From an optimization exercise on the open Yosys and OpenROAD flow, aimed at small area and few clock cycles; shortcuts taken in it are not production practice. Where RTL was checked, it was by simulation tests only, not by an equivalence proof against the original. Only the layout flow was run in runs 2 and 3; the RTL was not checked for function there.

--- flow/config.mk ---
export PLATFORM = sky130hd
export DESIGN_NAME = image_window_ctrl
export DESIGN_NICKNAME = image_window_ctrl
export VERILOG_FILES = /design/flow/design.v
export SDC_FILE = /design/flow/constraint.sdc
export NUM_CORES = 4
export LEC_CHECK = 0
export CAP_MARGIN = 20
export CORE_MARGIN = 2
export CORE_UTILIZATION = 25
export PLACE_DENSITY = 0.45
export SLEW_MARGIN = 20
--- flow/constraint.sdc ---
create_clock -name core_clock -period 12.0 [get_ports {clk}]
set_input_delay 2.4000 -clock core_clock [delete_from_list [all_inputs] [get_ports {clk}]]
set_output_delay 2.4000 -clock core_clock [all_outputs]
set_load 0.01 [all_outputs]
--- flow/design.v ---
package image_window_pkg;
  localparam logic [3:0] CMD_WRITE    = 4'd0;
  localparam logic [3:0] CMD_UP       = 4'd1;
  localparam logic [3:0] CMD_DOWN     = 4'd2;
  localparam logic [3:0] CMD_LEFT     = 4'd3;
  localparam logic [3:0] CMD_RIGHT    = 4'd4;
  localparam logic [3:0] CMD_AVG      = 4'd5;
  localparam logic [3:0] CMD_MIRROR_X = 4'd6;
  localparam logic [3:0] CMD_MIRROR_Y = 4'd7;
  localparam logic [3:0] CMD_MAX      = 4'd8;
  localparam logic [3:0] CMD_MIN      = 4'd9;
  localparam logic [3:0] CMD_ROT_CW   = 4'd10;
  localparam logic [3:0] CMD_ROT_CCW  = 4'd11;
  localparam logic [3:0] CMD_ORIGIN   = 4'd12;
  typedef enum logic [1:0] {
    ST_LOAD  = 2'd0,
    ST_IDLE  = 2'd1,
    ST_EXEC  = 2'd2,
    ST_WRITE = 2'd3
  } state_e;
endpackage
import image_window_pkg::*;
module image_window_alu
#(
  parameter int DW = 8
) (
  input  logic [3:0]    op,
  input  logic          flip,    
  input  logic [DW-1:0] v00,
  input  logic [DW-1:0] v01,
  input  logic [DW-1:0] v10,
  input  logic [DW-1:0] v11,
  output logic [DW-1:0] n00,
  output logic [DW-1:0] n01,
  output logic [DW-1:0] n10,
  output logic [DW-1:0] n11
);
  logic [DW+1:0] sum_s;
  logic [DW-1:0] avg_s, mx0_s, mn0_s, mx1_s, mn1_s, max_s, min_s, red_s;
  logic          g0_s, g1_s, cw_s;
  always_comb begin
    sum_s = (DW+2)'(v00) + (DW+2)'(v01) + (DW+2)'(v10) + (DW+2)'(v11);
    avg_s = DW'(sum_s >> 2);
    g0_s  = v00 > v01;
    g1_s  = v10 > v11;
    mx0_s = g0_s ? v00 : v01;
    mn0_s = g0_s ? v01 : v00;
    mx1_s = g1_s ? v10 : v11;
    mn1_s = g1_s ? v11 : v10;
    max_s = (mx0_s > mx1_s) ? mx0_s : mx1_s;
    min_s = (mn0_s < mn1_s) ? mn0_s : mn1_s;
    red_s = (op == CMD_AVG) ? avg_s : (op == CMD_MAX) ? max_s : min_s;
    cw_s  = (op == CMD_ROT_CW) ^ flip;
  end
  always_comb begin
    case (op)
      CMD_MIRROR_X: begin n00 = v10; n01 = v11; n10 = v00; n11 = v01; end
      CMD_MIRROR_Y: begin n00 = v01; n01 = v00; n10 = v11; n11 = v10; end
      CMD_ROT_CW, CMD_ROT_CCW: begin
        n00 = cw_s ? v10 : v01;
        n11 = cw_s ? v01 : v10;
        n01 = cw_s ? v00 : v11;
        n10 = cw_s ? v11 : v00;
      end
      default:      begin n00 = red_s; n01 = red_s; n10 = red_s; n11 = red_s; end
    endcase
  end
endmodule
import image_window_pkg::*;
module image_window_ctrl
#(
  parameter int IMG_W = 8,
  parameter int IMG_H = 8,
  parameter int DW    = 8
) (
  input  logic                          clk,
  input  logic                          reset,
  input  logic [3:0]                    cmd,
  input  logic                          cmd_valid,
  output logic                          busy,
  output logic                          done,
  output logic                          rom_rd,
  output logic [$clog2(IMG_W*IMG_H)-1:0] rom_addr,
  input  logic [DW-1:0]                 rom_data,
  output logic                          ram_we,
  output logic [$clog2(IMG_W*IMG_H)-1:0] ram_addr,
  output logic [DW-1:0]                 ram_wdata
);
  localparam logic [2:0] X_HOME = 3'(IMG_W / 2 - 1);
  localparam logic [2:0] Y_HOME = 3'(IMG_H / 2 - 1);
  localparam logic [2:0] X_MAX  = 3'(IMG_W - 2);
  localparam logic [2:0] Y_MAX  = 3'(IMG_H - 2);
  localparam logic [5:0] S_LAST = 6'd32;    
  logic [5:0]    s_r, s_nxt_s;
  logic          busy_r, done_r, ld_r, cap_r;
  logic [2:0]    x_r, y_r;
  logic [2:0]    vx_s, vy_s;
  logic [1:0]    ri_s [2];
  logic [1:0]    ci_s [2];
  logic [DW-1:0] mem_r [2][2][16];
  logic [DW-1:0] v_s [2][2];
  logic [DW-1:0] n_s [2][2];
  logic          acc_s, op_wr_s, ld_end_s, rd_s, wr_s;
  assign s_nxt_s = {s_r[4:0], s_r[5] ^ s_r[4] ^ (s_r[4:0] == 5'd0)};
  assign acc_s   = cmd_valid && !busy_r;
  assign rd_s    = busy_r && ld_r && !(cap_r && s_r == 6'd0);
  assign ld_end_s = busy_r && ld_r && cap_r && s_r == 6'd0;
  assign wr_s    = busy_r && !ld_r;
  always_comb begin
    case (cmd)
      CMD_AVG, CMD_MIRROR_X, CMD_MIRROR_Y, CMD_MAX, CMD_MIN, CMD_ROT_CW, CMD_ROT_CCW:
               op_wr_s = 1'b1;
      default: op_wr_s = 1'b0;
    endcase
  end
  assign vx_s = busy_r ? s_r[2:0] : x_r;
  assign vy_s = busy_r ? s_r[5:3] : y_r;
  assign ci_s[1] = vx_s[2:1];
  assign ci_s[0] = vx_s[2:1] + 2'(vx_s[0]);
  assign ri_s[1] = vy_s[2:1];
  assign ri_s[0] = vy_s[2:1] + 2'(vy_s[0]);
  for (genvar py = 0; py < 2; py++) begin : g_py
    for (genvar px = 0; px < 2; px++) begin : g_px
      logic          bank_we_s;
      logic [DW-1:0] wd_s;
      assign v_s[py][px] = mem_r[py][px][{ri_s[py], ci_s[px]}];
      assign bank_we_s = busy_r ? (ld_r && cap_r && s_r[3] == 1'(py) && s_r[0] == 1'(px))
                                : (cmd_valid && op_wr_s);
      assign wd_s = busy_r ? rom_data : n_s[py][px];
      always_ff @(posedge clk) begin
        if (bank_we_s) mem_r[py][px][{ri_s[py], ci_s[px]}] <= wd_s;
      end
    end
  end
  image_window_alu #(.DW(DW)) u_alu (
    .op   (cmd),
    .flip (x_r[0] ^ y_r[0]),
    .v00  (v_s[0][0]),
    .v01  (v_s[0][1]),
    .v10  (v_s[1][0]),
    .v11  (v_s[1][1]),
    .n00  (n_s[0][0]),
    .n01  (n_s[0][1]),
    .n10  (n_s[1][0]),
    .n11  (n_s[1][1])
  );
  always_ff @(posedge clk or posedge reset) begin
    if (reset) begin
      s_r    <= 6'd0;
      busy_r <= 1'b1;
      done_r <= 1'b0;
      ld_r   <= 1'b1;
      cap_r  <= 1'b0;
      x_r    <= X_HOME;
      y_r    <= Y_HOME;
    end else begin
      cap_r <= 1'b1;
      if (rd_s || wr_s) s_r <= s_nxt_s;
      if (ld_end_s) begin
        ld_r   <= 1'b0;
        busy_r <= 1'b0;
      end
      if (wr_s && s_r == S_LAST) begin
        busy_r <= 1'b0;
        done_r <= 1'b1;
      end
      if (acc_s) begin
        done_r <= 1'b0;
        case (cmd)
          CMD_WRITE:  busy_r <= 1'b1;
          CMD_UP:     if (y_r != 3'd0) y_r <= y_r - 3'd1;
          CMD_DOWN:   if (y_r < Y_MAX) y_r <= y_r + 3'd1;
          CMD_LEFT:   if (x_r != 3'd0) x_r <= x_r - 3'd1;
          CMD_RIGHT:  if (x_r < X_MAX) x_r <= x_r + 3'd1;
          CMD_ORIGIN: begin x_r <= X_HOME; y_r <= Y_HOME; end
          default:    ;
        endcase
      end
    end
  end
  assign busy      = busy_r;
  assign done      = done_r;
  assign rom_rd    = rd_s;
  assign rom_addr  = s_nxt_s;
  assign ram_we    = wr_s;
  assign ram_addr  = s_r;
  assign ram_wdata = v_s[s_r[3]][s_r[0]];
endmodule
--- flow/run.sh ---
#!/bin/bash
# synth_recipe.tcl (not shown) runs the flow's synth.tcl, then flattens the netlist and writes it again
# the make line also repeats each setting of config.mk as NAME=value (left out here)
make -C /OpenROAD-flow-scripts/flow DESIGN_CONFIG=/design/flow/config.mk WORK_HOME=/design/flow/orfs CLKGATE_MAP_FILE= SYNTH_SCRIPT=/design/flow/synth_recipe.tcl finish
==> qor.yml, run 1 <==
gr-total-overflow: 0
drt_iter0_markers: 1674
worst_slew_pin_slew_ns: 1.209
dp_hpwl_um: 51720
synth_compound_area_share_pct: 11.87
clock_path_buffers: 3
cp.arrival_ns: 9.79
die_area_um2: 101400
netlist_area_um2: 24720
startpoint_type: "flip-flop"
synthesis.nets: 2036
fmax_ghz: 0.1039
top_usage_layer: "met2"
finalHoldViolations: 0
async_reset_ff_share_pct: 3.030
pin_count: 39
clk_pin_slew_ns: 0.06
nNetsFinal: 2085
fillCellCount: 9916
synth.distinct_cells: 83
rsz0062_at_grt: "false"
vias: 16910
grt_pass1_wl_um: 116500
slew-limit-headroom_pct: 19.09
crit_family: "compound AO/OA/AOI/OAI gates"
synth_fa_ha_area_share_pct: 3.638
synthMuxAreaShare_pct: 5.567
drt_pre_antenna_iters: 8
synth_top_cell_by_area: "edfxtp_1"
wl_per_cell_um: 23.76
grt_pass1_vias: 16740
worstSetupEndpointType: "flip-flop"
min_from: "ld_r$_DFFE_PP1P_"
area_delta_synth_final_pct: 15.92
min_period_ns: 9.628
die_y_um: 318.5
drt_drc_violations_left: 0
ff2ff_setup_slack_ns: 2.37
finalSetupTns_ns: 0
met1_usage_pct: 21.32
holdPathStages: 1
use_met3_pct: 2.309
cts_sinks: 528
final_layout_size_suffix_gt1_share_pct: 11.52
synth-main-ff-cell: "edfxtp_1"
cts_setup_buffers: 0
synth_area_leaders: "edfxtp_1, nand2_1, mux4_2"
numCtsBuffers: 55
cts_tree: "built"
worstPathRequired_ns: 12.16
cpMaxStageDelayCell: "dfstp_2"
critPathMaxStageDelay_ns: 0.99
fin_worst_skew_ns: 0.03297
cap_violations: 0
synthXorXnorAreaFrac_pct: 0.8097
grt_max_degree: 66
worst-path-buf-inv: 1
hp-class: "flip-flop to flip-flop"
cts-root-buf: "clkbuf_16"
setup.worst_path.class: "flip-flop to flip-flop"
avgViaCountPerCell: 5.069
portBuffers: 38
yosys-top-cells-count: "edfxtp_1, nand2_1, nor2_1"
initial_core_util_pct: 25.16
die_w_um: 318.5
postSynthCellCount: 1956
cts_hold_buf: 0
cts_resized: 0
num_rows: 115
grtUsageMet2_pct: 24.79
gp_congestion: 0.9125
synth-edff-count: 512
fin_crit_sh_pct: 80.24
drv_slew: 0
ys_ff_latch: 528
timing.rr.end: "mem_r[59][5]$_DFFE_PP_"
synth_most_common_cell: "edfxtp_1"
grt_use_total_pct: 15.32
reg2reg_depth: 27
reg2reg_from: "busy_r$_DFF_PP1_"
h-tree-depth: 2
syn_area_per_cell_um2: 12.64
cp_max_fo: 35
core_um2: 98280
outcome: "complete, no violations"
ant_nets: 0
fin_util_pct: 29.16
setup_viol: 0
seq_area_frac_synth_pct: 63.83
antenna_found_initial: 1
synth-simple-area-share_pct: 11.29
ys_warn_count: 9
yosys.area.top_type_share_pct: 62.18
synth_top_family_by_area: "compound AO/OA/AOI/OAI gates"
clock_latency_ns: 0.61
wl_um: 79270
worstHoldEndpoint: "ld_r$_DFFE_PP1P_"
[final cells by class]
type                            count  area, µm²  share of cell area [%]
Sequential cell                   528      15780                   55.07
Multi-Input combinational cell   1262       8384                   29.25
Tap cell                         1287       1610                   5.618
Clock buffer                       71       1436                   5.012
Timing Repair Buffer              109      935.9                   3.265
Clock inverter                     29      325.3                   1.135
Inverter                           49      183.9                  0.6417
Antenna cell                        1      2.502                0.008731
[cells by family after synthesis]
family	Yosys count
other	1
AOI/OAI and AO/OA	437
DFF	528
xor gates and xnor gates	22
muxes	96
buffers and inverters	166
adders and majority gates	66
and+or+nand+nor	640
[worst max-delay path by stage]
stage / start / endpoint / slack, ns / cells past startpoint
after floorplan: busy_r$_DFF_PP1_ / mem_r[0][0]$_DFFE_PP_ / 3.36 / 37
after global placement: busy_r$_DFF_PP1_ / mem_r[46][5]$_DFFE_PP_ / 2.61 / 27
after detailed placement: busy_r$_DFF_PP1_ / mem_r[46][5]$_DFFE_PP_ / 2.61 / 27
after CTS: busy_r$_DFF_PP1_ / mem_r[8][5]$_DFFE_PP_ / 2.57 / 27
after global routing: busy_r$_DFF_PP1_ / mem_r[59][5]$_DFFE_PP_ / 1.89 / 27
final: busy_r$_DFF_PP1_ / mem_r[59][5]$_DFFE_PP_ / 2.37 / 27
[through the flow]
| step | area [µm²] | std cells | hold WS (ns) | setup WS, ns |
|---|---|---|---|---|
| after floorplan | 24730 | 1956 | 0.4920 | 3.360 |
| after global placement | 26820 | 3233 | 0.5143 | 2.605 |
| after detailed placement | 26870 | 3234 | 0.5162 | 2.614 |
| after CTS | 28630 | 3334 | 0.5267 | 2.569 |
| after global routing | 28660 | 3335 | 0.5389 | 1.891 |
| final | 28660 | 3336 | 0.5240 | 2.372 |
[flip-flops by register name, indices dropped and copies added, names as in the netlist]
register and count:
ld_r 1, done_r 1, mem_r 512, s_r 6
cap_r 1, y_r 3, busy_r 1, x_r 3
[cells in the final DEF (no fill, tap or decap), types with 46 or more instances in the layout]
cell / count
nor2_1: 125
o21ai_0: 69
clkbuf_16: 55
a21oi_1: 101
buf_4: 68
ha_1: 53
nand3_1: 79
edfxtp_1: 512
mux2i_1: 52
nand2_1: 304
inv_1: 46
[routing by layer]
metal / vias up / part of all wire [%]
li1: 7550 / -
met1: 8667 / 45
met2: 577 / 47
met3: 115 / 5.4
met4: 2 / 2.5
met5: - / 0.016
Testbench counts, summed over its fixed seeds: cycles 3,880.
==> run 2: changes to the inputs <==
--- a/flow/design.v
+++ b/flow/design.v
@@ -35,21 +35,21 @@
   output logic [DW-1:0] n10,
   output logic [DW-1:0] n11
 );
+  function automatic logic gt(input logic [DW-1:0] a, input logic [DW-1:0] b);
+    gt = 1'b0;
+    for (int i = 0; i < DW; i++) gt = (a[i] & ~b[i]) | (~(a[i] ^ b[i]) & gt);
+  endfunction
   logic [DW+1:0] sum_s;
-  logic [DW-1:0] avg_s, mx0_s, mn0_s, mx1_s, mn1_s, max_s, min_s, red_s;
-  logic          g0_s, g1_s, cw_s;
+  logic [DW-1:0] avg_s, c0_s, c1_s, ext_s, red_s;
+  logic          mn_s, cw_s;
   always_comb begin
     sum_s = (DW+2)'(v00) + (DW+2)'(v01) + (DW+2)'(v10) + (DW+2)'(v11);
     avg_s = DW'(sum_s >> 2);
-    g0_s  = v00 > v01;
-    g1_s  = v10 > v11;
-    mx0_s = g0_s ? v00 : v01;
-    mn0_s = g0_s ? v01 : v00;
-    mx1_s = g1_s ? v10 : v11;
-    mn1_s = g1_s ? v11 : v10;
-    max_s = (mx0_s > mx1_s) ? mx0_s : mx1_s;
-    min_s = (mn0_s < mn1_s) ? mn0_s : mn1_s;
-    red_s = (op == CMD_AVG) ? avg_s : (op == CMD_MAX) ? max_s : min_s;
+    mn_s  = (op == CMD_MIN);
+    c0_s  = (gt(v00, v01) ^ mn_s) ? v00 : v01;
+    c1_s  = (gt(v10, v11) ^ mn_s) ? v10 : v11;
+    ext_s = (gt(c0_s, c1_s) ^ mn_s) ? c0_s : c1_s;
+    red_s = (op == CMD_AVG) ? avg_s : ext_s;
     cw_s  = (op == CMD_ROT_CW) ^ flip;
   end
   always_comb begin
@@ -97,7 +97,6 @@
   logic [2:0]    vx_s, vy_s;
   logic [1:0]    ri_s [2];
   logic [1:0]    ci_s [2];
-  logic [DW-1:0] mem_r [2][2][16];
   logic [DW-1:0] v_s [2][2];
   logic [DW-1:0] n_s [2][2];
   logic          acc_s, op_wr_s, ld_end_s, rd_s, wr_s;
@@ -123,12 +122,17 @@
     for (genvar px = 0; px < 2; px++) begin : g_px
       logic          bank_we_s;
       logic [DW-1:0] wd_s;
-      assign v_s[py][px] = mem_r[py][px][{ri_s[py], ci_s[px]}];
+      logic [3:0]    idx_s;
+      logic [DW-1:0] mem_r [16];
+      assign idx_s = {ri_s[py], ci_s[px]};
+      assign v_s[py][px] = mem_r[idx_s];
       assign bank_we_s = busy_r ? (ld_r && cap_r && s_r[3] == 1'(py) && s_r[0] == 1'(px))
                                 : (cmd_valid && op_wr_s);
       assign wd_s = busy_r ? rom_data : n_s[py][px];
-      always_ff @(posedge clk) begin
-        if (bank_we_s) mem_r[py][px][{ri_s[py], ci_s[px]}] <= wd_s;
+      for (genvar e = 0; e < 16; e++) begin : g_e
+        always_ff @(posedge clk) begin
+          if (bank_we_s && idx_s == 4'(e)) mem_r[e] <= wd_s;
+        end
       end
     end
   end
--- a/flow/config.mk
+++ b/flow/config.mk
@@ -5,8 +5,11 @@
 export SDC_FILE = /design/flow/constraint.sdc
 export NUM_CORES = 4
 export LEC_CHECK = 0
+export ABC_AREA = 1
 export CAP_MARGIN = 20
 export CORE_MARGIN = 2
-export CORE_UTILIZATION = 25
-export PLACE_DENSITY = 0.45
+export CORE_UTILIZATION = 50
+export CTS_BUF_LIST = sky130_fd_sc_hd__clkbuf_4
+export CTS_CLUSTER_SIZE = 20
+export PLACE_DENSITY = 0.65
 export SLEW_MARGIN = 20
==> qor.yml, run 2 <==
seq_area_frac_synth_pct: 67.06  # +3.2 points
critPathMaxStageDelay_ns: 0.98  # about the same
initial_core_util_pct: 50.66  # +25 points
syn_area_per_cell_um2: 12.17  # -3.7%
ys_ff_latch: 528  # unchanged
avgViaCountPerCell: 5.958  # +18%
synth-main-ff-cell: "edfxtp_1"
core_um2: 46460  # -53%
cpMaxStageDelayCell: "dfstp_2"
nNetsFinal: 2171  # +4.1%
die_area_um2: 48820  # -52%
die_y_um: 221.0  # -31%
drt_drc_violations_left: 0  # unchanged
seq_area_um2: 15780  # unchanged
drt_pre_antenna_iters: 6  # -2
fillCellCount: 3911  # -61%
dp_hpwl_um: 44780  # -13%
synth-edff-count: 512  # unchanged
reg2reg_depth: 57  # +110%
netlist_area_um2: 23530  # -4.8%
grt_use_total_pct: 26.98  # +12 points
grt_pass1_vias: 16140  # -3.6%
area_delta_synth_final_pct: 12.89
dp.cells: 2574  # -20%
wl_um: 65700  # -17%
cts_hold_buf: 0  # unchanged
multiInputGateArea_um2: 6934  # -17%
final_common_cell: "edfxtp_1"
worstSetupEndpointType: "flip-flop"
ff2ff_setup_slack_ns: 2.23  # -0.15 ns
rsz0062_at_grt: "false"
cts_setup_buffers: 0  # unchanged
finalSetupTns_ns: 0  # unchanged
largest_reg_flops: 512  # unchanged
crit_family: "simple AND/OR/NAND/NOR gates"
portBuffers: 38  # unchanged
drt_iter0_markers: 1971  # +18%
hp-class: "flip-flop to flip-flop"
min_period_ns: 9.774  # +0.1452 ns
grt_pass1_wl_um: 98740  # -15%
gp_congestion: 1.016  # +11%
drv_slew: 0  # unchanged
clock_latency_ns: 0.98  # +0.37 ns
clock_path_buffers: 3  # unchanged
cp_common_cell: "nand2_1"
fin_crit_sh_pct: 81.45  # +1.2 points
synth_top_cell_by_area: "edfxtp_1"
final_layout_size_suffix_gt1_share_pct: 16.83  # +5.3 points
finalHoldViolations: 0  # unchanged
fmax_ghz: 0.1023  # -1.5%
cp_max_fo: 42  # +20%
synthesis.nets: 2002  # -1.7%
holdPathStages: 1  # unchanged
worstHoldEndpoint: "ld_r$_DFFE_PP1P_"
ant_nets: 0  # unchanged
reg2reg_from: "busy_r$_DFF_PP1_"
yosys.area.top_type_share_pct: 65.33  # +3.1 points
timing.rr.end: "g_py[1].g_px[1].mem_r[14][1]$_DFFE_PP_"
clk_pin_slew_ns: 0.07  # about the same
die_w_um: 221.0  # -31%
wl_per_cell_um: 23.39  # -1.6%
layout.cells.non_filler: 2809  # -16%
yosys-top-cells-count: "edfxtp_1, nand2_1, inv_1"
startpoint_type: "flip-flop"
async_reset_ff_share_pct: 3.030  # unchanged
worst_slew_pin_slew_ns: 1.070  # -0.1394 ns
h-tree-depth: 4  # +2
postSynthCellCount: 1934  # -1.1%
slew-limit-headroom_pct: 27.92  # +8.8 points
gr-total-overflow: 0  # unchanged
setup.worst_path.class: "flip-flop to flip-flop"
mostFrequentLayoutCells: "edfxtp_1, nand2_1, clkbuf_4"
cts_resized: 0  # unchanged
worstPathRequired_ns: 12.48  # +0.32 ns
cts-root-buf: "clkbuf_4"
cp.arrival_ns: 10.25  # +0.46 ns
antenna_found_initial: 3  # +2
setup_viol: 0  # unchanged
fin_util_pct: 57.19  # +28 points
cts_sinks: 528  # unchanged
pin_count: 39  # unchanged
numCtsBuffers: 134  # +140%
ys_warn_count: 17  # +8
synth_area_leaders: "edfxtp_1, nand2_1, a221oi_1"
num_rows: 79  # -31%
min_from: "ld_r$_DFFE_PP1P_"
fin_worst_skew_ns: 0.05813  # +0.02516 ns
grt_max_degree: 43  # -35%
cts_tree: "built"
synth_most_common_cell: "edfxtp_1"
synth.distinct_cells: 51  # -39%
vias: 16740  # -1.0%
outcome: "complete, no violations"
worst-path-buf-inv: 5  # +4
cap_violations: 0  # unchanged
[run 2: cell count changes in the layout (fill, tap and decap cells not counted), sizes merged, moves of 27 or more]
cell and change:
mux2i -56, buf -27, nand4 +50, a21oi -71
nand2 +135, nand3 +37, clkbuf +129, a31oi -32
a22oi -41, mux4 -31, a22o +28, inv +128
a221oi +50
[run 2: how the worst max path moves through the flow]
stage / slack [ns] / depth (start not counted) / start / end
5_1_grt: 1.38 / 52 / busy_r$_DFF_PP1_ / g_py[1].g_px[1].mem_r[14][5]$_DFFE_PP_
3_3_place_gp: 2.41 / 49 / busy_r$_DFF_PP1_ / g_py[1].g_px[0].mem_r[10][7]$_DFFE_PP_
6_report: 2.23 / 57 / busy_r$_DFF_PP1_ / g_py[1].g_px[1].mem_r[14][1]$_DFFE_PP_
3_5_place_dp: 2.41 / 49 / busy_r$_DFF_PP1_ / g_py[0].g_px[1].mem_r[8][7]$_DFFE_PP_
2_1_floorplan: 4.89 / 53 / busy_r$_DFF_PP1_ / g_py[0].g_px[1].mem_r[0][7]$_DFFE_PP_
4_1_cts: 2.34 / 49 / busy_r$_DFF_PP1_ / g_py[0].g_px[1].mem_r[8][7]$_DFFE_PP_
[run 2: through the flow]
step / hold WS [ns] / instance area (µm²) / setup WS, ns
final: 0.4999 / 26570 / 2.226
after global routing: 0.5163 / 26560 / 1.381
after CTS: 0.4938 / 26510 / 2.344
after floorplan: 0.4635 / 23530 / 4.891
after detailed placement: 0.4783 / 24800 / 2.406
after global placement: 0.4767 / 24750 / 2.407
[run 2: metal layers]
metal / routed length, µm / part of all wire (%) / track usage [%] / vias to the layer above
met5: 0 / 0 / 0 / -
met4: 2190 / 3.3 / 11.15 / 0
met3: 5975 / 9.1 / 6.015 / 133
met2: 30170 / 46 / 41.03 / 870
met1: 27360 / 42 / 37.80 / 8193
li1: - / - / - / 7540
[run 2: logic make-up (layout without fill, tap and decap cells)]
kind of cell,Yosys count,after routing,share of synthesized area [%]
simple gates,811,811,16.15
flops,528,528,67.06
compound gates,301,301,9.070
buf+inv,226,490,3.929
fa+ha+maj,53,53,3.169
xor+xnor,14,14,0.6008
other cells,1,5,0.01593
[run 2: cell type report]
type	instances	share of cell area, %
Sequential cell	528	59.40
Multi-Input combinational cell	1180	26.10
Clock buffer	200	5.651
Tap cell	607	2.859
Timing Repair Buffer	82	2.675
Inverter	177	2.510
Clock inverter	31	0.7629
Antenna cell	4	0.03768
==> run 3: changes to the inputs <==
--- a/flow/config.mk
+++ b/flow/config.mk
@@ -9,7 +9,7 @@
 export CAP_MARGIN = 20
 export CORE_MARGIN = 2
 export CORE_UTILIZATION = 50
-export CTS_BUF_LIST = sky130_fd_sc_hd__clkbuf_4
-export CTS_CLUSTER_SIZE = 20
+export CTS_BUF_LIST = sky130_fd_sc_hd__clkbuf_8
+export CTS_CLUSTER_SIZE = 30
 export PLACE_DENSITY = 0.65
 export SLEW_MARGIN = 20
==> qor.yml, run 3 <==
gp_congestion: 1.016  # unchanged
seq_area_frac_synth_pct: 67.06  # unchanged
dr_wl_met2_um: 29780  # -1.3%
cp.arrival_ns: 10.04  # -0.21 ns
drt_drc_violations_left: 0  # unchanged
cts_hold_buf: 0  # unchanged
gr-total-overflow: 0  # unchanged
setup.worst_path.class: "flip-flop to flip-flop"
cts_tree: "built"
vias: 16330  # -2.4%
portBuffers: 38  # unchanged
reg2reg_from: "busy_r$_DFF_PP1_"
timing.rr.end: "g_py[0].g_px[0].mem_r[12][7]$_DFFE_PP_"
synth-edff-count: 512  # unchanged
slew-limit-headroom_pct: 24.75  # -3.2 points
async_reset_ff_share_pct: 3.030  # unchanged
worstPathRequired_ns: 12.20  # -0.28 ns
ff2ff_setup_slack_ns: 2.16  # -0.07 ns
hold_slack_ns: 0.4951  # -0.004871 ns
worstHoldEndpoint: "ld_r$_DFFE_PP1P_"
outcome: "complete, no violations"
top_layer_used: "met4"
netlist_area_um2: 23530  # unchanged
die_area_um2: 48820  # unchanged
synth_most_common_cell: "edfxtp_1"
finalSetupTns_ns: 0  # unchanged
grt_max_degree: 43  # unchanged
core_um2: 46460  # unchanged
worstSetupEndpointType: "flip-flop"
reg2reg_depth: 55  # -3.5%
area_delta_synth_final_pct: 12.43
cts-root-buf: "clkbuf_8"
cp_max_fo: 42  # unchanged
min_period_ns: 9.844  # +0.07038 ns
num_rows: 79  # unchanged
die_w_um: 221.0  # unchanged
dp_hpwl_um: 44780  # unchanged
final_layout_size_suffix_gt1_share_pct: 12.53  # -4.3 points
yosys-top-cells-count: "edfxtp_1, nand2_1, inv_1"
fin_area_um2: 26460  # -0.41%
postSynthCellCount: 1934  # unchanged
initial_core_util_pct: 50.66  # unchanged
wl_per_cell_um: 24.03  # +2.8%
hp-class: "flip-flop to flip-flop"
dp.cells: 2574  # unchanged
mostFrequentLayoutCells: "edfxtp_1, nand2_1, inv_1"
min_from: "ld_r$_DFFE_PP1P_"
worst_slew_pin_slew_ns: 1.117  # +0.04711 ns
cap_violations: 0  # unchanged
avgViaCountPerCell: 6.000  # +0.71%
cp_common_cell: "nand2_1"
drt_iter0_markers: 1922  # -2.5%
critPathMaxStageDelay_ns: 0.99  # about the same
largest_reg_flops: 512  # unchanged
wl_um: 65420  # -0.43%
grt_pass1_vias: 15690  # -2.8%
clock_path_buffers: 3  # unchanged
ys_ff_latch: 528  # unchanged
drt_pre_antenna_iters: 7  # +1
final_common_cell: "edfxtp_1"
layout.cells.non_filler: 2722  # -3.1%
synth-main-ff-cell: "edfxtp_1"
post_dp_cell_area_um2: 24800  # unchanged
grt_use_total_pct: 26.60  # -0.37 points
fillCellCount: 3846  # -1.7%
fin_crit_sh_pct: 82.03  # +0.59 points
cts_resized: 0  # unchanged
syn_area_per_cell_um2: 12.17  # unchanged
startpoint_type: "flip-flop"
ant_nets: 0  # unchanged
clk_pin_slew_ns: 0.06  # about the same
grt_pass1_wl_um: 97720  # -1.0%
synth_area_leaders: "edfxtp_1, nand2_1, a221oi_1"
holdPathStages: 1  # unchanged
wl_met3_um: 5844  # -2.2%
cts_sinks: 528  # unchanged
clock_latency_ns: 0.69  # -0.29 ns
synthesis.nets: 2002  # unchanged
drv_slew: 0  # unchanged
drt-met1-wl_um: 27530  # +0.61%
pin_count: 39  # unchanged
ys_warn_count: 17  # unchanged
die_y_um: 221.0  # unchanged
rsz0062_at_grt: "false"
finalHoldViolations: 0  # unchanged
nNetsFinal: 2123  # -2.2%
synth.distinct_cells: 51  # unchanged
numCtsBuffers: 86  # -36%
yosys.area.top_type_share_pct: 65.33  # unchanged
fmax_ghz: 0.1016  # -0.71%
antenna_cells: 0  # -4
fin_worst_skew_ns: 0.04751  # -0.01062 ns
synth_top_cell_by_area: "edfxtp_1"
antenna_found_initial: 1  # -2
h-tree-depth: 3  # -1
cts_setup_buffers: 0  # unchanged
setup_viol: 0  # unchanged
cpMaxStageDelayCell: "dfstp_2"
run 3: logic make-up after synthesis:
group	share of synthesized area, %
flops	67.06
other cells	0.01593
buf+inv	3.929
simple gates	16.15
xor+xnor	0.6008
fa+ha+maj	3.169
compound gates	9.070
run 3: how the worst max path moves through the flow:
| stage | from | end | slack (ns) | cells past startpoint |
|---|---|---|---|---|
| 2_1_floorplan | busy_r$_DFF_PP1_ | g_py[0].g_px[1].mem_r[0][7]$_DFFE_PP_ | 4.89 | 53 |
| 3_3_place_gp | busy_r$_DFF_PP1_ | g_py[1].g_px[0].mem_r[10][7]$_DFFE_PP_ | 2.41 | 49 |
| 3_5_place_dp | busy_r$_DFF_PP1_ | g_py[0].g_px[1].mem_r[8][7]$_DFFE_PP_ | 2.41 | 49 |
| 4_1_cts | busy_r$_DFF_PP1_ | g_py[1].g_px[0].mem_r[3][7]$_DFFE_PP_ | 2.34 | 49 |
| 5_1_grt | busy_r$_DFF_PP1_ | g_py[0].g_px[1].mem_r[3][4]$_DFFE_PP_ | 1.39 | 52 |
| 6_report | busy_r$_DFF_PP1_ | g_py[0].g_px[0].mem_r[12][7]$_DFFE_PP_ | 2.16 | 55 |
run 3: final cells by class:
type	instances	area [µm²]	area share, %
inverters	177	666.9	2.520
clock buffers	89	1225	4.629
well taps	607	759.5	2.870
repair buffers	82	710.7	2.686
flip-flops and latches	528	15780	59.65
multi-input cells	1180	6935	26.21
clock inverters	59	379.1	1.433
run 3: per-stage QoR:
step,utilization [%],setup WS [ns]
floorplan,-,4.891
global placement,53.28,2.407
detailed placement,53.39,2.406
CTS,56.84,2.343
global route,56.95,1.392
finish,56.95,2.156
run 3: critical path: cells and delay by family (launching register included):
kind,cells,cell delay [ns]
buffers and inverters,5,1.28
flip-flops,1,0.99
adder cells (fa/ha/maj),3,1.24
AND/OR/NAND/NOR,43,4.17
AO/OA/AOI/OAI,4,1.65
run 3: routing by layer:
layer | vias up | GRT usage (%)
met5 | - | 0
met4 | 0 | 10.69
met3 | 131 | 4.886
met2 | 857 | 40.76
met1 | 7989 | 37.84
li1 | 7355 | -
==> run 4: changes to the inputs <==
--- a/flow/design.v
+++ b/flow/design.v
@@ -39,11 +39,17 @@
     gt = 1'b0;
     for (int i = 0; i < DW; i++) gt = (a[i] & ~b[i]) | (~(a[i] ^ b[i]) & gt);
   endfunction
-  logic [DW+1:0] sum_s;
+  logic [DW+1:0] sum_s, cs2_s;
+  logic [DW-1:0] ss1_s;
+  logic [DW:0]   cs1_s, ss2_s;
   logic [DW-1:0] avg_s, c0_s, c1_s, ext_s, red_s;
   logic          mn_s, cw_s;
   always_comb begin
-    sum_s = (DW+2)'(v00) + (DW+2)'(v01) + (DW+2)'(v10) + (DW+2)'(v11);
+    ss1_s  = v00 ^ v01 ^ v10;
+    cs1_s  = {(v00 & v01) | (v00 & v10) | (v01 & v10), 1'b0};
+    ss2_s  = {1'b0, ss1_s} ^ cs1_s ^ {1'b0, v11};
+    cs2_s  = {({1'b0, ss1_s} & cs1_s) | ({1'b0, ss1_s} & {1'b0, v11}) | (cs1_s & {1'b0, v11}), 1'b0};
+    sum_s = {1'b0, ss2_s} + cs2_s;
     avg_s = DW'(sum_s >> 2);
     mn_s  = (op == CMD_MIN);
     c0_s  = (gt(v00, v01) ^ mn_s) ? v00 : v01;
==> qor.yml, run 4 <==
ff2ff_setup_slack_ns: 2.11  # -0.04 ns
slew-limit-headroom_pct: 24.50  # -0.25 points
gp_congestion: 0.9694  # -4.5%
timing.rr.end: "g_py[0].g_px[0].mem_r[14][0]$_DFFE_PP_"
portBuffers: 38  # unchanged
rsz0062_at_grt: "false"
dp_slack_ns: 2.445  # +0.03891 ns
ys_warn_count: 17  # unchanged
cpMaxStageDelayCell: "dfstp_2"
synth-edff-count: 512  # unchanged
clk_pin_slew_ns: 0.06  # about the same
hp-class: "flip-flop to flip-flop"
dp_hpwl_um: 44000  # -1.7%
fin_ws_ns: 2.113  # -0.04322 ns
grt_pass1_vias: 15680  # -0.038%
cts_sinks: 528  # unchanged
fin_worst_skew_ns: 0.02793  # -0.01959 ns
async_reset_ff_share_pct: 3.030  # unchanged
clock_path_buffers: 3  # unchanged
reg2reg_depth: 52  # -5.5%
cp_max_fo: 43  # +2.4%
num_rows: 79  # unchanged
synth.distinct_cells: 53  # +3.9%
clock_latency_ns: 0.69  # about the same
cts_tree: "built"
critPathMaxStageDelay_ns: 0.93  # -0.06 ns
finalSetupTns_ns: 0  # unchanged
drt_pre_antenna_iters: 5  # -2
yosys-top-cells-count: "edfxtp_1, nand2_1, inv_1"
wl_um: 66190  # +1.2%
final_common_cell: "edfxtp_1"
avgViaCountPerCell: 6.069  # +1.1%
yosys.area.top_type_share_pct: 65.84  # +0.51 points
pin_count: 39  # unchanged
startpoint_type: "flip-flop"
syn_area_per_cell_um2: 12.39  # +1.8%
initial_core_util_pct: 50.37  # -0.28 points
worstSetupEndpointType: "flip-flop"
cp_common_cell: "nand2_1"
worst_slew_pin_slew_ns: 1.128  # +0.01135 ns
reg2reg_from: "busy_r$_DFF_PP1_"
fmax_ghz: 0.1011  # -0.44%
fin_crit_sh_pct: 82.39  # +0.36 points
min_from: "done_r$_DFFE_PP0P_"
grt_max_degree: 44  # +2.3%
cap_violations: 0  # unchanged
die_area_um2: 48450  # -0.76%
final_layout_size_suffix_gt1_share_pct: 12.51  # -0.017 points
synthesis.nets: 1958  # -2.2%
synth_most_common_cell: "edfxtp_1"
postSynthCellCount: 1885  # -2.5%
wl_per_cell_um: 24.78  # +3.1%
synth_area_leaders: "edfxtp_1, nand2_1, inv_1"
crit_path_end: "g_py[0].g_px[0].mem_r[14][0]$_DFFE_PP_"
h-tree-depth: 3  # unchanged
drt_iter0_markers: 2097  # +9.1%
die_w_um: 220.1  # -0.38%
cp-startpoint: "busy_r$_DFF_PP1_"
netlist_area_um2: 23350  # -0.77%
min_period_ns: 9.887  # +0.04322 ns
core_um2: 46360  # -0.21%
outcome: "complete, no violations"
ys_ff_latch: 528  # unchanged
area_delta_synth_final_pct: 12.41  # about the same
seq_area_frac_synth_pct: 67.58  # +0.52 points
setup.worst_path.class: "flip-flop to flip-flop"
drt_drc_violations_left: 0  # unchanged
numCtsBuffers: 84  # -2.3%
mostFrequentLayoutCells: "edfxtp_1, nand2_1, inv_1"
cp.arrival_ns: 10.28  # +0.24 ns
setup_viol: 0  # unchanged
cts-root-buf: "clkbuf_8"
synth-main-ff-cell: "edfxtp_1"
holdPathStages: 2  # +1
nNetsFinal: 2066  # -2.7%
vias: 16210  # -0.75%
antenna_found_initial: 2  # +1
worstPathRequired_ns: 12.39  # +0.19 ns
synth_top_cell_by_area: "edfxtp_1"
drv_slew: 0  # unchanged
cts_resized: 0  # unchanged
ant_nets: 0  # unchanged
largest_reg_flops: 512  # unchanged
finalHoldViolations: 0  # unchanged
die_y_um: 220.1  # -0.38%
cts_setup_buffers: 0  # unchanged
cts_hold_buf: 0  # unchanged
gr-total-overflow: 0  # unchanged
grt_pass1_wl_um: 97630  # about the same
grt_use_total_pct: 27.91  # +1.3 points
-- run 4: cell types whose count changed after synthesis, sizes merged, moves of 7 or more --
cell	previous run	this run
a22o	35	43
a21oi	30	21
nand3	117	94
fa	11	18
o21ai	82	73
inv	175	168
-- run 4: metrics by stage --
stage	utilization, %	instances	hold slack [ns]	area [µm²]
floorplan	-	1885	0.4635	23350
global placement	53.19	2514	0.4700	24660
detailed placement	53.21	2514	0.4885	24670
CTS	56.60	2669	0.5029	26240
global route	56.62	2669	0.5150	26250
finish	56.63	2671	0.5019	26250
-- run 4: layout make-up --
type	instances	area [µm²]
antenna	2	5.005
clock buffer	87	1197
clock inverter	68	374.1
fill	3800	20110
inverter	171	651.9
multi-input combinational	1144	6905
sequential	528	15780
tap	607	759.5
timing repair buffer	64	575.6
-- run 4: worst min path at each step --
stage                               to  slack (ns)
finish              done_r$_DFFE_PP0P_        0.50
global route        done_r$_DFFE_PP0P_        0.52
CTS                   ld_r$_DFFE_PP1P_        0.50
detailed placement  done_r$_DFFE_PP0P_        0.49
global placement    done_r$_DFFE_PP0P_        0.47
floorplan             ld_r$_DFFE_PP1P_        0.46
-- run 4: critical path: cells and delay by family (launching register included) --
kind            cells  cell delay, ns
compound gates      4            1.22
fa+ha+maj           3            1.04
buf+inv             7            1.28
flops               1            0.93
simple gates       38            5.08
-- run 4: cell families (layout without fill, tap and decap cells) --
kind of cell	after synthesis	count (layout)	share of synthesized area [%]
AND/OR/NAND/NOR	784	784	15.42
flip-flops	528	528	67.58
AO/OA/AOI/OAI	292	292	9.066
buffers and inverters	213	390	3.793
adder cells (fa/ha/maj)	58	58	3.686
XOR/XNOR	7	7	0.2947
multiplexers	2	2	0.1393
other	1	3	0.01606
-- run 4: layer usage --
metal	wire, µm	share of wire (%)	GRT usage (%)
met3	6453	9.7	6.184
met5	74	0.11	1.111
met4	2166	3.3	11.23
met2	30150	46	42.38
met1	27350	41	39.21
Testbench counts of run 4, summed over its fixed seeds: cycles 3,880.
==> run 5: changes to the inputs <==
==> flow/flow/run.sh (new file) <==
#!/bin/bash
# Own layout flow: the standard ORFS flow (standard.sh) with three changes:
#  - synthesis maps with an area-oriented ABC script (flow/abc_area.script) and without
#    Yosys's full-adder extraction, so ABC sees the adders and comparators as plain logic;
#  - port buffers are the smallest buffer cell;
#  - the clock tree uses larger sink clusters and no dummy loads.
# Registers, their names and cell types are those of the standard synthesis (dfflibmap runs
# before ABC and is unchanged). Each step's output goes to its own log here.
set -euo pipefail
W=$(pwd)
S=$W/scripts_local
rm -rf "$S"
mkdir -p "$S"
cp -r "$FLOW_HOME/scripts/." "$S/"
cp "$W/flow/abc_area.script" "$S/abc_area.script"
VARS=(
  "SCRIPTS_DIR=$S"
  "ADDER_MAP_FILE="
  "BUFFER_PORTS_ARGS=-buffer_cell sky130_fd_sc_hd__buf_1"
  "CTS_ARGS=-sink_clustering_enable -repair_clock_nets -dont_use_dummy_load -sink_clustering_size 25 -sink_clustering_max_diameter 120"
)
bash standard.sh "${VARS[@]}" synth > "$W/log_synth.txt" 2>&1
bash standard.sh "${VARS[@]}" floorplan > "$W/log_floorplan.txt" 2>&1
bash standard.sh "${VARS[@]}" place > "$W/log_place.txt" 2>&1
bash standard.sh "${VARS[@]}" cts > "$W/log_cts.txt" 2>&1
bash standard.sh "${VARS[@]}" finish > "$W/log_finish.txt" 2>&1
test -s "$W/out/final.def"
==> flow/flow/abc_area.script (new file) <==
strash
&get -n
&dch
&nf -R 1000
&put
==> flow/standard.sh (new file) <==
#!/bin/bash
# synth_recipe.tcl (not shown) runs the flow's synth.tcl, then flattens the netlist and writes it again
# the make line also repeats each setting of config.mk as NAME=value (left out here)
make -C /OpenROAD-flow-scripts/flow DESIGN_CONFIG=/design/flow/config.mk WORK_HOME=/design/flow/orfs CLKGATE_MAP_FILE= SYNTH_SCRIPT=/design/flow/synth_recipe.tcl "${@:-finish}"
--- a/flow/config.mk
+++ b/flow/config.mk
@@ -9,7 +9,5 @@
 export CAP_MARGIN = 20
 export CORE_MARGIN = 2
 export CORE_UTILIZATION = 50
-export CTS_BUF_LIST = sky130_fd_sc_hd__clkbuf_8
-export CTS_CLUSTER_SIZE = 30
 export PLACE_DENSITY = 0.65
 export SLEW_MARGIN = 20
removed: flow/run.sh
==> qor.yml, run 5 <==
yosys.area.top_type_share_pct: 71.09  # +5.2 points
area_delta_synth_final_pct: 10.64
h-tree-depth: 1  # -2
pin_count: 39  # unchanged
post_dp_cell_area_um2: 23210  # -5.9%
grt_pass1_vias: 13390  # -15%
multiInputGateArea_um2: 5881  # -15%
numCtsBuffers: 25  # -70%
drt_drc_violations_left: 0  # unchanged
synth_top_cell_by_area: "edfxtp_1"
portBuffers: 38  # unchanged
cpMaxStageDelayCell: "dfstp_2"
die_area_um2: 44940  # -7.3%
wl_per_cell_um: 26.39  # +6.5%
startpoint_type: "flip-flop"
worstPathRequired_ns: 12.28  # -0.11 ns
ys_ff_latch: 528  # unchanged
ff2ff_setup_slack_ns: 0.97  # -1.14 ns
slew-limit-headroom_pct: 28.75  # +4.2 points
vias: 14150  # -13%
cap_violations: 0  # unchanged
seq_area_frac_synth_pct: 72.97  # +5.4 points
fillCellCount: 3444  # -9.4%
largest_reg_flops: 512  # unchanged
drt_pre_antenna_iters: 10  # +5
grt_use_total_pct: 25.90  # -2.0 points
avgViaCountPerCell: 6.439  # +6.1%
hp-class: "flip-flop to flip-flop"
syn_area_per_cell_um2: 14.78  # +19%
ant_nets: 0  # unchanged
num_rows: 76  # -3.8%
fin_worst_skew_ns: 0.06129  # +0.03336 ns
synthesis.nets: 1478  # -25%
netlist_area_um2: 21630  # -7.4%
clock_latency_ns: 0.58  # -0.11 ns
yosys-top-cells-count: "edfxtp_1, a22oi_1, nor2_1"
fin_area_um2: 23930  # -8.8%
holdPathStages: 2  # unchanged
seq_area_um2: 15780  # unchanged
rsz0062_at_grt: "false"
wl_um: 58000  # -12%
dp_hpwl_um: 39760  # -9.6%
cts-root-buf: "clkbuf_16"
synth-edff-count: 512  # unchanged
postSynthCellCount: 1463  # -22%
worstSetupEndpointType: "flip-flop"
worstHoldEndpoint: "ld_r$_DFFE_PP1P_"
crit_family: "compound AO/OA/AOI/OAI gates"
antenna_cells: 0  # -2
critPathMaxStageDelay_ns: 1.06  # +0.13 ns
reg2reg_from: "busy_r$_DFF_PP1_"
synth.distinct_cells: 47  # -11%
die_y_um: 212.0  # -3.7%
worst-path-buf-inv: 0  # -7
setup.worst_path.class: "flip-flop to flip-flop"
finalHoldViolations: 0  # unchanged
synth_most_common_cell: "edfxtp_1"
gp_congestion: 0.9208  # -5.0%
mostFrequentLayoutCells: "edfxtp_1, a22oi_1, nor2_1"
grt_pass1_wl_um: 86220  # -12%
min_from: "ld_r$_DFFE_PP1P_"
synth-main-ff-cell: "edfxtp_1"
async_reset_ff_share_pct: 3.030  # unchanged
nNetsFinal: 1630  # -21%
final_common_cell: "edfxtp_1"
cts_sinks: 528  # unchanged
synth_area_leaders: "edfxtp_1, a22oi_1, a221oi_1"
cts_tree: "built"
cp_common_cell: "maj3_1"
fin_crit_sh_pct: 91.89  # +9.5 points
outcome: "complete, no violations"
initial_core_util_pct: 50.43  # +0.058 points
clk_pin_slew_ns: 0.10  # +0.04 ns
reg2reg_depth: 35  # -33%
timing.rr.end: "g_py[1].g_px[0].mem_r[4][7]$_DFFE_PP_"
antenna_found_initial: 0  # -2
cts_hold_buf: 0  # unchanged
drv_slew: 0  # unchanged
ys_warn_count: 17  # unchanged
cp_max_fo: 41  # -4.7%
gr-total-overflow: 0  # unchanged
fmax_ghz: 0.09069  # -10%
die_w_um: 212.0  # -3.7%
core_um2: 42890  # -7.5%
cts_setup_buffers: 0  # unchanged
cts_resized: 0  # unchanged
worst_slew_pin_slew_ns: 1.065  # -0.06317 ns
min_period_ns: 11.03  # +1.139 ns
setup_viol: 0  # unchanged
clock_path_buffers: 3  # unchanged
grt_max_degree: 42  # -4.5%
finalSetupTns_ns: 0  # unchanged
drt_iter0_markers: 2021  # -3.6%
final_layout_size_suffix_gt1_share_pct: 9.733  # -2.8 points
cp.arrival_ns: 11.31  # +1.03 ns
run 5: changes by cell type after synthesis, sizes merged, moves of 22 or more:
| cell | delta |
|---|---|
| nand2 | -333 |
| inv | -168 |
| a22oi | +121 |
| nand3 | -66 |
| a222oi | +40 |
| ha | -40 |
| xnor2 | +34 |
| a21oi | +29 |
| o22ai | -27 |
| nand4 | -26 |
| a22o | -22 |
run 5: worst max path at each step:
stage                           from                                endpoint  slack, ns  cells after the start
global route        busy_r$_DFF_PP1_  g_py[0].g_px[1].mem_r[13][7]$_DFFE_PP_       0.08                     35
floorplan           busy_r$_DFF_PP1_   g_py[0].g_px[0].mem_r[0][7]$_DFFE_PP_       1.92                     35
CTS                 busy_r$_DFF_PP1_   g_py[1].g_px[0].mem_r[4][7]$_DFFE_PP_       0.87                     35
global placement    busy_r$_DFF_PP1_  g_py[0].g_px[0].mem_r[14][7]$_DFFE_PP_       1.22                     35
finish              busy_r$_DFF_PP1_   g_py[1].g_px[0].mem_r[4][7]$_DFFE_PP_       0.97                     35
detailed placement  busy_r$_DFF_PP1_   g_py[1].g_px[0].mem_r[7][7]$_DFFE_PP_       0.96                     35
run 5: area by class of cell:
cell class / instances / share of cell area [%]
tap: 585 / 3.059
multi-input combinational: 909 / 24.57
inverter: 21 / 0.3294
clock buffer: 25 / 2.614
sequential: 528 / 65.95
timing repair buffer: 130 / 3.472
run 5: cell families after synthesis:
logic type | count (synthesis) | share of synthesized area (%)
muxes | 9 | 0.4223
xor gates and xnor gates | 57 | 2.308
DFF | 528 | 72.97
adders and majority gates | 20 | 0.9256
buffers and inverters | 26 | 0.5380
other | 1 | 0.01734
AOI/OAI and AO/OA | 425 | 14.48
and+or+nand+nor | 397 | 8.336
run 5: tightest hold or removal path, stage by stage, from the launching register on:
cell,delay (ns)
dfstp_2,0.40
clkinv_1,0.04
a31oi_1,0.03
run 5: per-stage QoR:
stage	hold slack (ns)	cells	utilization (%)	setup WS, ns
after floorplan	0.4336	1463	-	1.924
after global placement	0.4455	2170	53.99	1.215
after detailed placement	0.4536	2172	54.13	0.9596
after CTS	0.4664	2197	55.59	0.8677
after global routing	0.4963	2198	55.80	0.08266
final	0.4663	2198	55.80	0.9738
run 5: routing by layer:
metal	wire length (µm)	global-route usage, %	share of wire (%)
met1	24410	37.63	42
met3	4712	3.338	8.1
met4	1418	6.435	2.4
met5	0	0	0
met2	27460	41.84	47
==> run 6: changes to the inputs <==
--- a/flow/design.v
+++ b/flow/design.v
@@ -26,6 +26,8 @@
 ) (
   input  logic [3:0]    op,
   input  logic          flip,    
+  input  logic          ld,      
+  input  logic [DW-1:0] rom,
   input  logic [DW-1:0] v00,
   input  logic [DW-1:0] v01,
   input  logic [DW-1:0] v10,
@@ -43,7 +45,7 @@
   logic [DW-1:0] ss1_s;
   logic [DW:0]   cs1_s, ss2_s;
   logic [DW-1:0] avg_s, c0_s, c1_s, ext_s, red_s;
-  logic          mn_s, cw_s;
+  logic          mn_s, cw_s, nbr_s, vd_s, vo_s;
   always_comb begin
     ss1_s  = v00 ^ v01 ^ v10;
     cs1_s  = {(v00 & v01) | (v00 & v10) | (v01 & v10), 1'b0};
@@ -55,22 +57,16 @@
     c0_s  = (gt(v00, v01) ^ mn_s) ? v00 : v01;
     c1_s  = (gt(v10, v11) ^ mn_s) ? v10 : v11;
     ext_s = (gt(c0_s, c1_s) ^ mn_s) ? c0_s : c1_s;
-    red_s = (op == CMD_AVG) ? avg_s : ext_s;
+    red_s = ld ? rom : (op == CMD_AVG) ? avg_s : ext_s;
     cw_s  = (op == CMD_ROT_CW) ^ flip;
+    nbr_s = !ld && (op == CMD_MIRROR_X || op == CMD_MIRROR_Y || op == CMD_ROT_CW || op == CMD_ROT_CCW);
+    vd_s  = (op == CMD_MIRROR_X) || (op[3] && cw_s);
+    vo_s  = (op == CMD_MIRROR_X) || (op[3] && !cw_s);
   end
-  always_comb begin
-    case (op)
-      CMD_MIRROR_X: begin n00 = v10; n01 = v11; n10 = v00; n11 = v01; end
-      CMD_MIRROR_Y: begin n00 = v01; n01 = v00; n10 = v11; n11 = v10; end
-      CMD_ROT_CW, CMD_ROT_CCW: begin
-        n00 = cw_s ? v10 : v01;
-        n11 = cw_s ? v01 : v10;
-        n01 = cw_s ? v00 : v11;
-        n10 = cw_s ? v11 : v00;
-      end
-      default:      begin n00 = red_s; n01 = red_s; n10 = red_s; n11 = red_s; end
-    endcase
-  end
+  assign n00 = !nbr_s ? red_s : vd_s ? v10 : v01;
+  assign n11 = !nbr_s ? red_s : vd_s ? v01 : v10;
+  assign n01 = !nbr_s ? red_s : vo_s ? v11 : v00;
+  assign n10 = !nbr_s ? red_s : vo_s ? v00 : v11;
 endmodule
 import image_window_pkg::*;
 module image_window_ctrl
@@ -127,17 +123,15 @@
   for (genvar py = 0; py < 2; py++) begin : g_py
     for (genvar px = 0; px < 2; px++) begin : g_px
       logic          bank_we_s;
-      logic [DW-1:0] wd_s;
       logic [3:0]    idx_s;
       logic [DW-1:0] mem_r [16];
       assign idx_s = {ri_s[py], ci_s[px]};
       assign v_s[py][px] = mem_r[idx_s];
       assign bank_we_s = busy_r ? (ld_r && cap_r && s_r[3] == 1'(py) && s_r[0] == 1'(px))
                                 : (cmd_valid && op_wr_s);
-      assign wd_s = busy_r ? rom_data : n_s[py][px];
       for (genvar e = 0; e < 16; e++) begin : g_e
         always_ff @(posedge clk) begin
-          if (bank_we_s && idx_s == 4'(e)) mem_r[e] <= wd_s;
+          if (bank_we_s && idx_s == 4'(e)) mem_r[e] <= n_s[py][px];
         end
       end
     end
@@ -145,6 +139,8 @@
   image_window_alu #(.DW(DW)) u_alu (
     .op   (cmd),
     .flip (x_r[0] ^ y_r[0]),
+    .ld   (busy_r),
+    .rom  (rom_data),
     .v00  (v_s[0][0]),
     .v01  (v_s[0][1]),
     .v10  (v_s[1][0]),
--- a/flow/flow/run.sh
+++ b/flow/flow/run.sh
@@ -17,7 +17,7 @@
   "SCRIPTS_DIR=$S"
   "ADDER_MAP_FILE="
   "BUFFER_PORTS_ARGS=-buffer_cell sky130_fd_sc_hd__buf_1"
-  "CTS_ARGS=-sink_clustering_enable -repair_clock_nets -dont_use_dummy_load -sink_clustering_size 25 -sink_clustering_max_diameter 120"
+  "CTS_ARGS=-sink_clustering_enable -repair_clock_nets -dont_use_dummy_load -sink_clustering_size 25 -sink_clustering_max_diameter 120 -root_buf sky130_fd_sc_hd__clkbuf_4 -tree_buf sky130_fd_sc_hd__clkbuf_4"
 )
 bash standard.sh "${VARS[@]}" synth > "$W/log_synth.txt" 2>&1
 bash standard.sh "${VARS[@]}" floorplan > "$W/log_floorplan.txt" 2>&1
--- a/flow/config.mk
+++ b/flow/config.mk
@@ -6,8 +6,8 @@
 export NUM_CORES = 4
 export LEC_CHECK = 0
 export ABC_AREA = 1
-export CAP_MARGIN = 20
+export CAP_MARGIN = 5
 export CORE_MARGIN = 2
 export CORE_UTILIZATION = 50
 export PLACE_DENSITY = 0.65
-export SLEW_MARGIN = 20
+export SLEW_MARGIN = 5
==> qor.yml, run 6 <==
outcome: "complete, no violations"
synth_top_cell_by_area: "edfxtp_1"
async_reset_ff_share_pct: 3.030  # unchanged
worstSetupEndpointType: "flip-flop"
cp_max_fo: 21  # -49%
critPathMaxStageDelay_ns: 0.76  # -0.30 ns
dp.cells: 2198  # +1.2%
setup_viol: 0  # unchanged
die_w_um: 211.8  # about the same
die_y_um: 211.8  # about the same
cts_sinks: 528  # unchanged
mostFrequentLayoutCells: "edfxtp_1, nor2_1, nand2_1"
cp_common_cell: "maj3_1"
cp.arrival_ns: 11.63  # +0.32 ns
vias: 14050  # -0.71%
yosys.area.top_type_share_pct: 71.20  # +0.12 points
grt_use_total_pct: 25.29  # -0.60 points
min_period_ns: 11.17  # +0.1484 ns
final_layout_size_suffix_gt1_share_pct: 9.396  # -0.34 points
drt_iter0_markers: 1835  # -9.2%
grt_max_degree: 41  # -2.4%
cts_hold_buf: 0  # unchanged
hold_slack_ns: 0.4882  # +0.02187 ns
hp-class: "flip-flop to flip-flop"
worstPathRequired_ns: 12.45  # +0.17 ns
h-tree-depth: 1  # unchanged
cts-root-buf: "clkbuf_4"
drt_drc_violations_left: 0  # unchanged
layout.cells.non_filler: 2226  # +1.3%
postSynthCellCount: 1469  # +0.41%
post_dp_cell_area_um2: 23270  # +0.25%
cts_resized: 0  # unchanged
gr-total-overflow: 0  # unchanged
netlist_area_um2: 21590  # -0.16%
fmax_ghz: 0.08949  # -1.3%
cts_setup_buffers: 0  # unchanged
gp_congestion: 0.9151  # -0.62%
cpMaxStageDelayCell: "dfstp_2"
startpoint_type: "flip-flop"
yosys-top-cells-count: "edfxtp_1, nor2_1, nand2_1"
cts_tree: "built"
largest_reg_flops: 512  # unchanged
fin_area_um2: 23900  # -0.12%
synth-main-ff-cell: "edfxtp_1"
initial_core_util_pct: 50.35  # -0.082 points
core_um2: 42890  # unchanged
clock_path_buffers: 3  # unchanged
drt_pre_antenna_iters: 7  # -3
wl_um: 56630  # -2.4%
synth.distinct_cells: 46  # -2.1%
clock_latency_ns: 0.90  # +0.32 ns
finalSetupTns_ns: 0  # unchanged
nNetsFinal: 1656  # +1.6%
dp_hpwl_um: 38460  # -3.3%
clk_pin_slew_ns: 0.11  # about the same
synth_area_leaders: "edfxtp_1, a22oi_1, a222oi_1"
ys_ff_latch: 528  # unchanged
num_rows: 76  # unchanged
die_area_um2: 44870  # -0.16%
grt_pass1_vias: 13300  # -0.67%
finalHoldViolations: 0  # unchanged
rsz0062_at_grt: "false"
wl_per_cell_um: 25.44  # -3.6%
fin_worst_skew_ns: 0.06752  # +0.006232 ns
final_common_cell: "edfxtp_1"
ant_nets: 0  # unchanged
pin_count: 39  # unchanged
portBuffers: 38  # unchanged
setup.worst_path.class: "flip-flop to flip-flop"
grt_pass1_wl_um: 84440  # -2.1%
drv_slew: 0  # unchanged
area_delta_synth_final_pct: 10.70  # about the same
avgViaCountPerCell: 6.313  # -2.0%
cap_violations: 0  # unchanged
fin_crit_sh_pct: 93.12  # +1.2 points
antenna_found_initial: 2  # +2
synth-edff-count: 512  # unchanged
syn_area_per_cell_um2: 14.70  # -0.57%
synthesis.nets: 1484  # +0.41%
synth_most_common_cell: "edfxtp_1"
worst_slew_pin_slew_ns: 1.238  # +0.1733 ns
slew-limit-headroom_pct: 16.80  # -12 points
numCtsBuffers: 25  # unchanged
ys_warn_count: 17  # unchanged
seq_area_frac_synth_pct: 73.09  # +0.12 points
[run 6: cell types whose count changed in the layout (fill, tap and decap cells not counted), moves of 8 or more]
cell / before / now
a221oi_1: 65 / 16
a222oi_1: 40 / 50
a22oi_1: 129 / 113
buf_4: 90 / 112
maj3_1: 20 / 28
mux2i_1: 8 / 32
nand2_1: 102 / 119
nand3_1: 28 / 37
nor3_1: 45 / 65
nor3_2: 19 / 5
o21a_1: 8 / 0
o21ai_2: 13 / 2
xor2_1: 18 / 8
[run 6: final cells by class]
type | instances | area, µm²
diodes | 2 | 5.005
clock buffers | 25 | 573.1
fillers | 3456 | 18980
inverters | 28 | 105.1
multi-input cells | 908 | 5722
flip-flops and latches | 528 | 15780
well taps | 585 | 732.0
repair buffers | 150 | 983.4
[run 6: critical path: cells and delay by family, from the launching register on]
family | cells | cell delay (ns)
multiplexers | 1 | 0.40
adder cells (fa/ha/maj) | 6 | 2.24
buffers and inverters | 1 | 0.18
AND/OR/NAND/NOR | 8 | 2.63
flip-flops | 1 | 0.76
XOR/XNOR | 3 | 1.10
AO/OA/AOI/OAI | 14 | 3.39
[run 6: path summary, 6_finish.rpt]
kind,start,slack [ns],cells after the start,end
max,busy_r$_DFF_PP1_,0.83,33,g_py[1].g_px[1].mem_r[15][7]$_DFFE_PP_
min,ld_r$_DFFE_PP1P_,0.49,2,ld_r$_DFFE_PP1P_
max reg2reg,busy_r$_DFF_PP1_,0.83,33,g_py[1].g_px[1].mem_r[15][7]$_DFFE_PP_
min reg2reg,ld_r$_DFFE_PP1P_,0.49,2,ld_r$_DFFE_PP1P_
max in group asynchronous,reset,10.21,2,busy_r$_DFF_PP1_
min in group asynchronous,reset,1.46,2,s_r[2]$_DFFE_PP0P_
[run 6: logic make-up (layout without fill, tap and decap cells)]
kind of cell               Yosys count  count (layout)  synth area share (%)
and+or+nand+nor                    418             418                 8.709
adders and majority gates           28              28                 1.298
xor gates and xnor gates            55              55                 2.231
buffers and inverters               33             203                0.6606
other                                1               3               0.01737
muxes                               34              34                 1.588
DFF                                528             528                 73.09
AOI/OAI and AO/OA                  372             372                 12.41
[run 6: routing by layer]
layer	vias up	share of wire, %	global-route usage, %
li1	6284	-	-
met2	541	48	40.99
met5	-	0.019	0
met1	7130	42	36.54
met3	95	6.9	2.730
met4	2	2.9	7.382
[run 6: stage by stage]
stage	worst slack (ns)	util, %
6_report	0.8253	55.74
4_1_cts	0.5527	55.60
3_3_place_gp	0.6631	54.27
3_5_place_dp	0.6004	54.27
2_1_floorplan	2.189	-
5_1_grt	0.2614	55.73
Testbench counts of run 6, summed over its fixed seeds: cycles 3,880.

==> what the ideal ports hide <==
No port has a modelled driver above. Below, the same layouts with a new extraction and two added sets of constraints.
Step 1 (the two cells are an assumption about what drives the block):
set clk [get_ports {clk}]
set_driving_cell -lib_cell sky130_fd_sc_hd__clkbuf_16 $clk
set_driving_cell -lib_cell sky130_fd_sc_hd__buf_2 [delete_from_list [all_inputs] $clk]
Step 2 moves the port delays by t, midway between the first and last clock arrival at a register: inputs arrive t later, outputs are due t later. That takes back most of the time a late clock gives input paths.
Slacks: ideal / step 1 / step 2; pairs: ideal / step 1.
run	t (ns)	setup WS [ns]	hold slack, ns	worst setup path after step 2	worst slew at a driven data input, ns
run 1	0.661	2.372 / 2.372 / 2.372	0.524 / 0.524 / 0.524	register to register	0.05
run 2	0.997	2.226 / 2.226 / 2.226	0.500 / 0.500 / 0.500	register to register	0.04
run 3	0.716	2.156 / 2.156 / 2.156	0.495 / 0.495 / 0.495	register to register	0.05
run 4	0.729	2.113 / 2.113 / 2.113	0.502 / 0.502 / 0.502	register to register	0.04
run 5	0.610	0.974 / 0.974 / 0.974	0.466 / 0.466 / 0.466	register to register	0.06
run 6	0.918	0.825 / 0.825 / 0.825	0.488 / 0.488 / 0.488	register to register	0.10
After both steps every run listed still meets setup and hold.
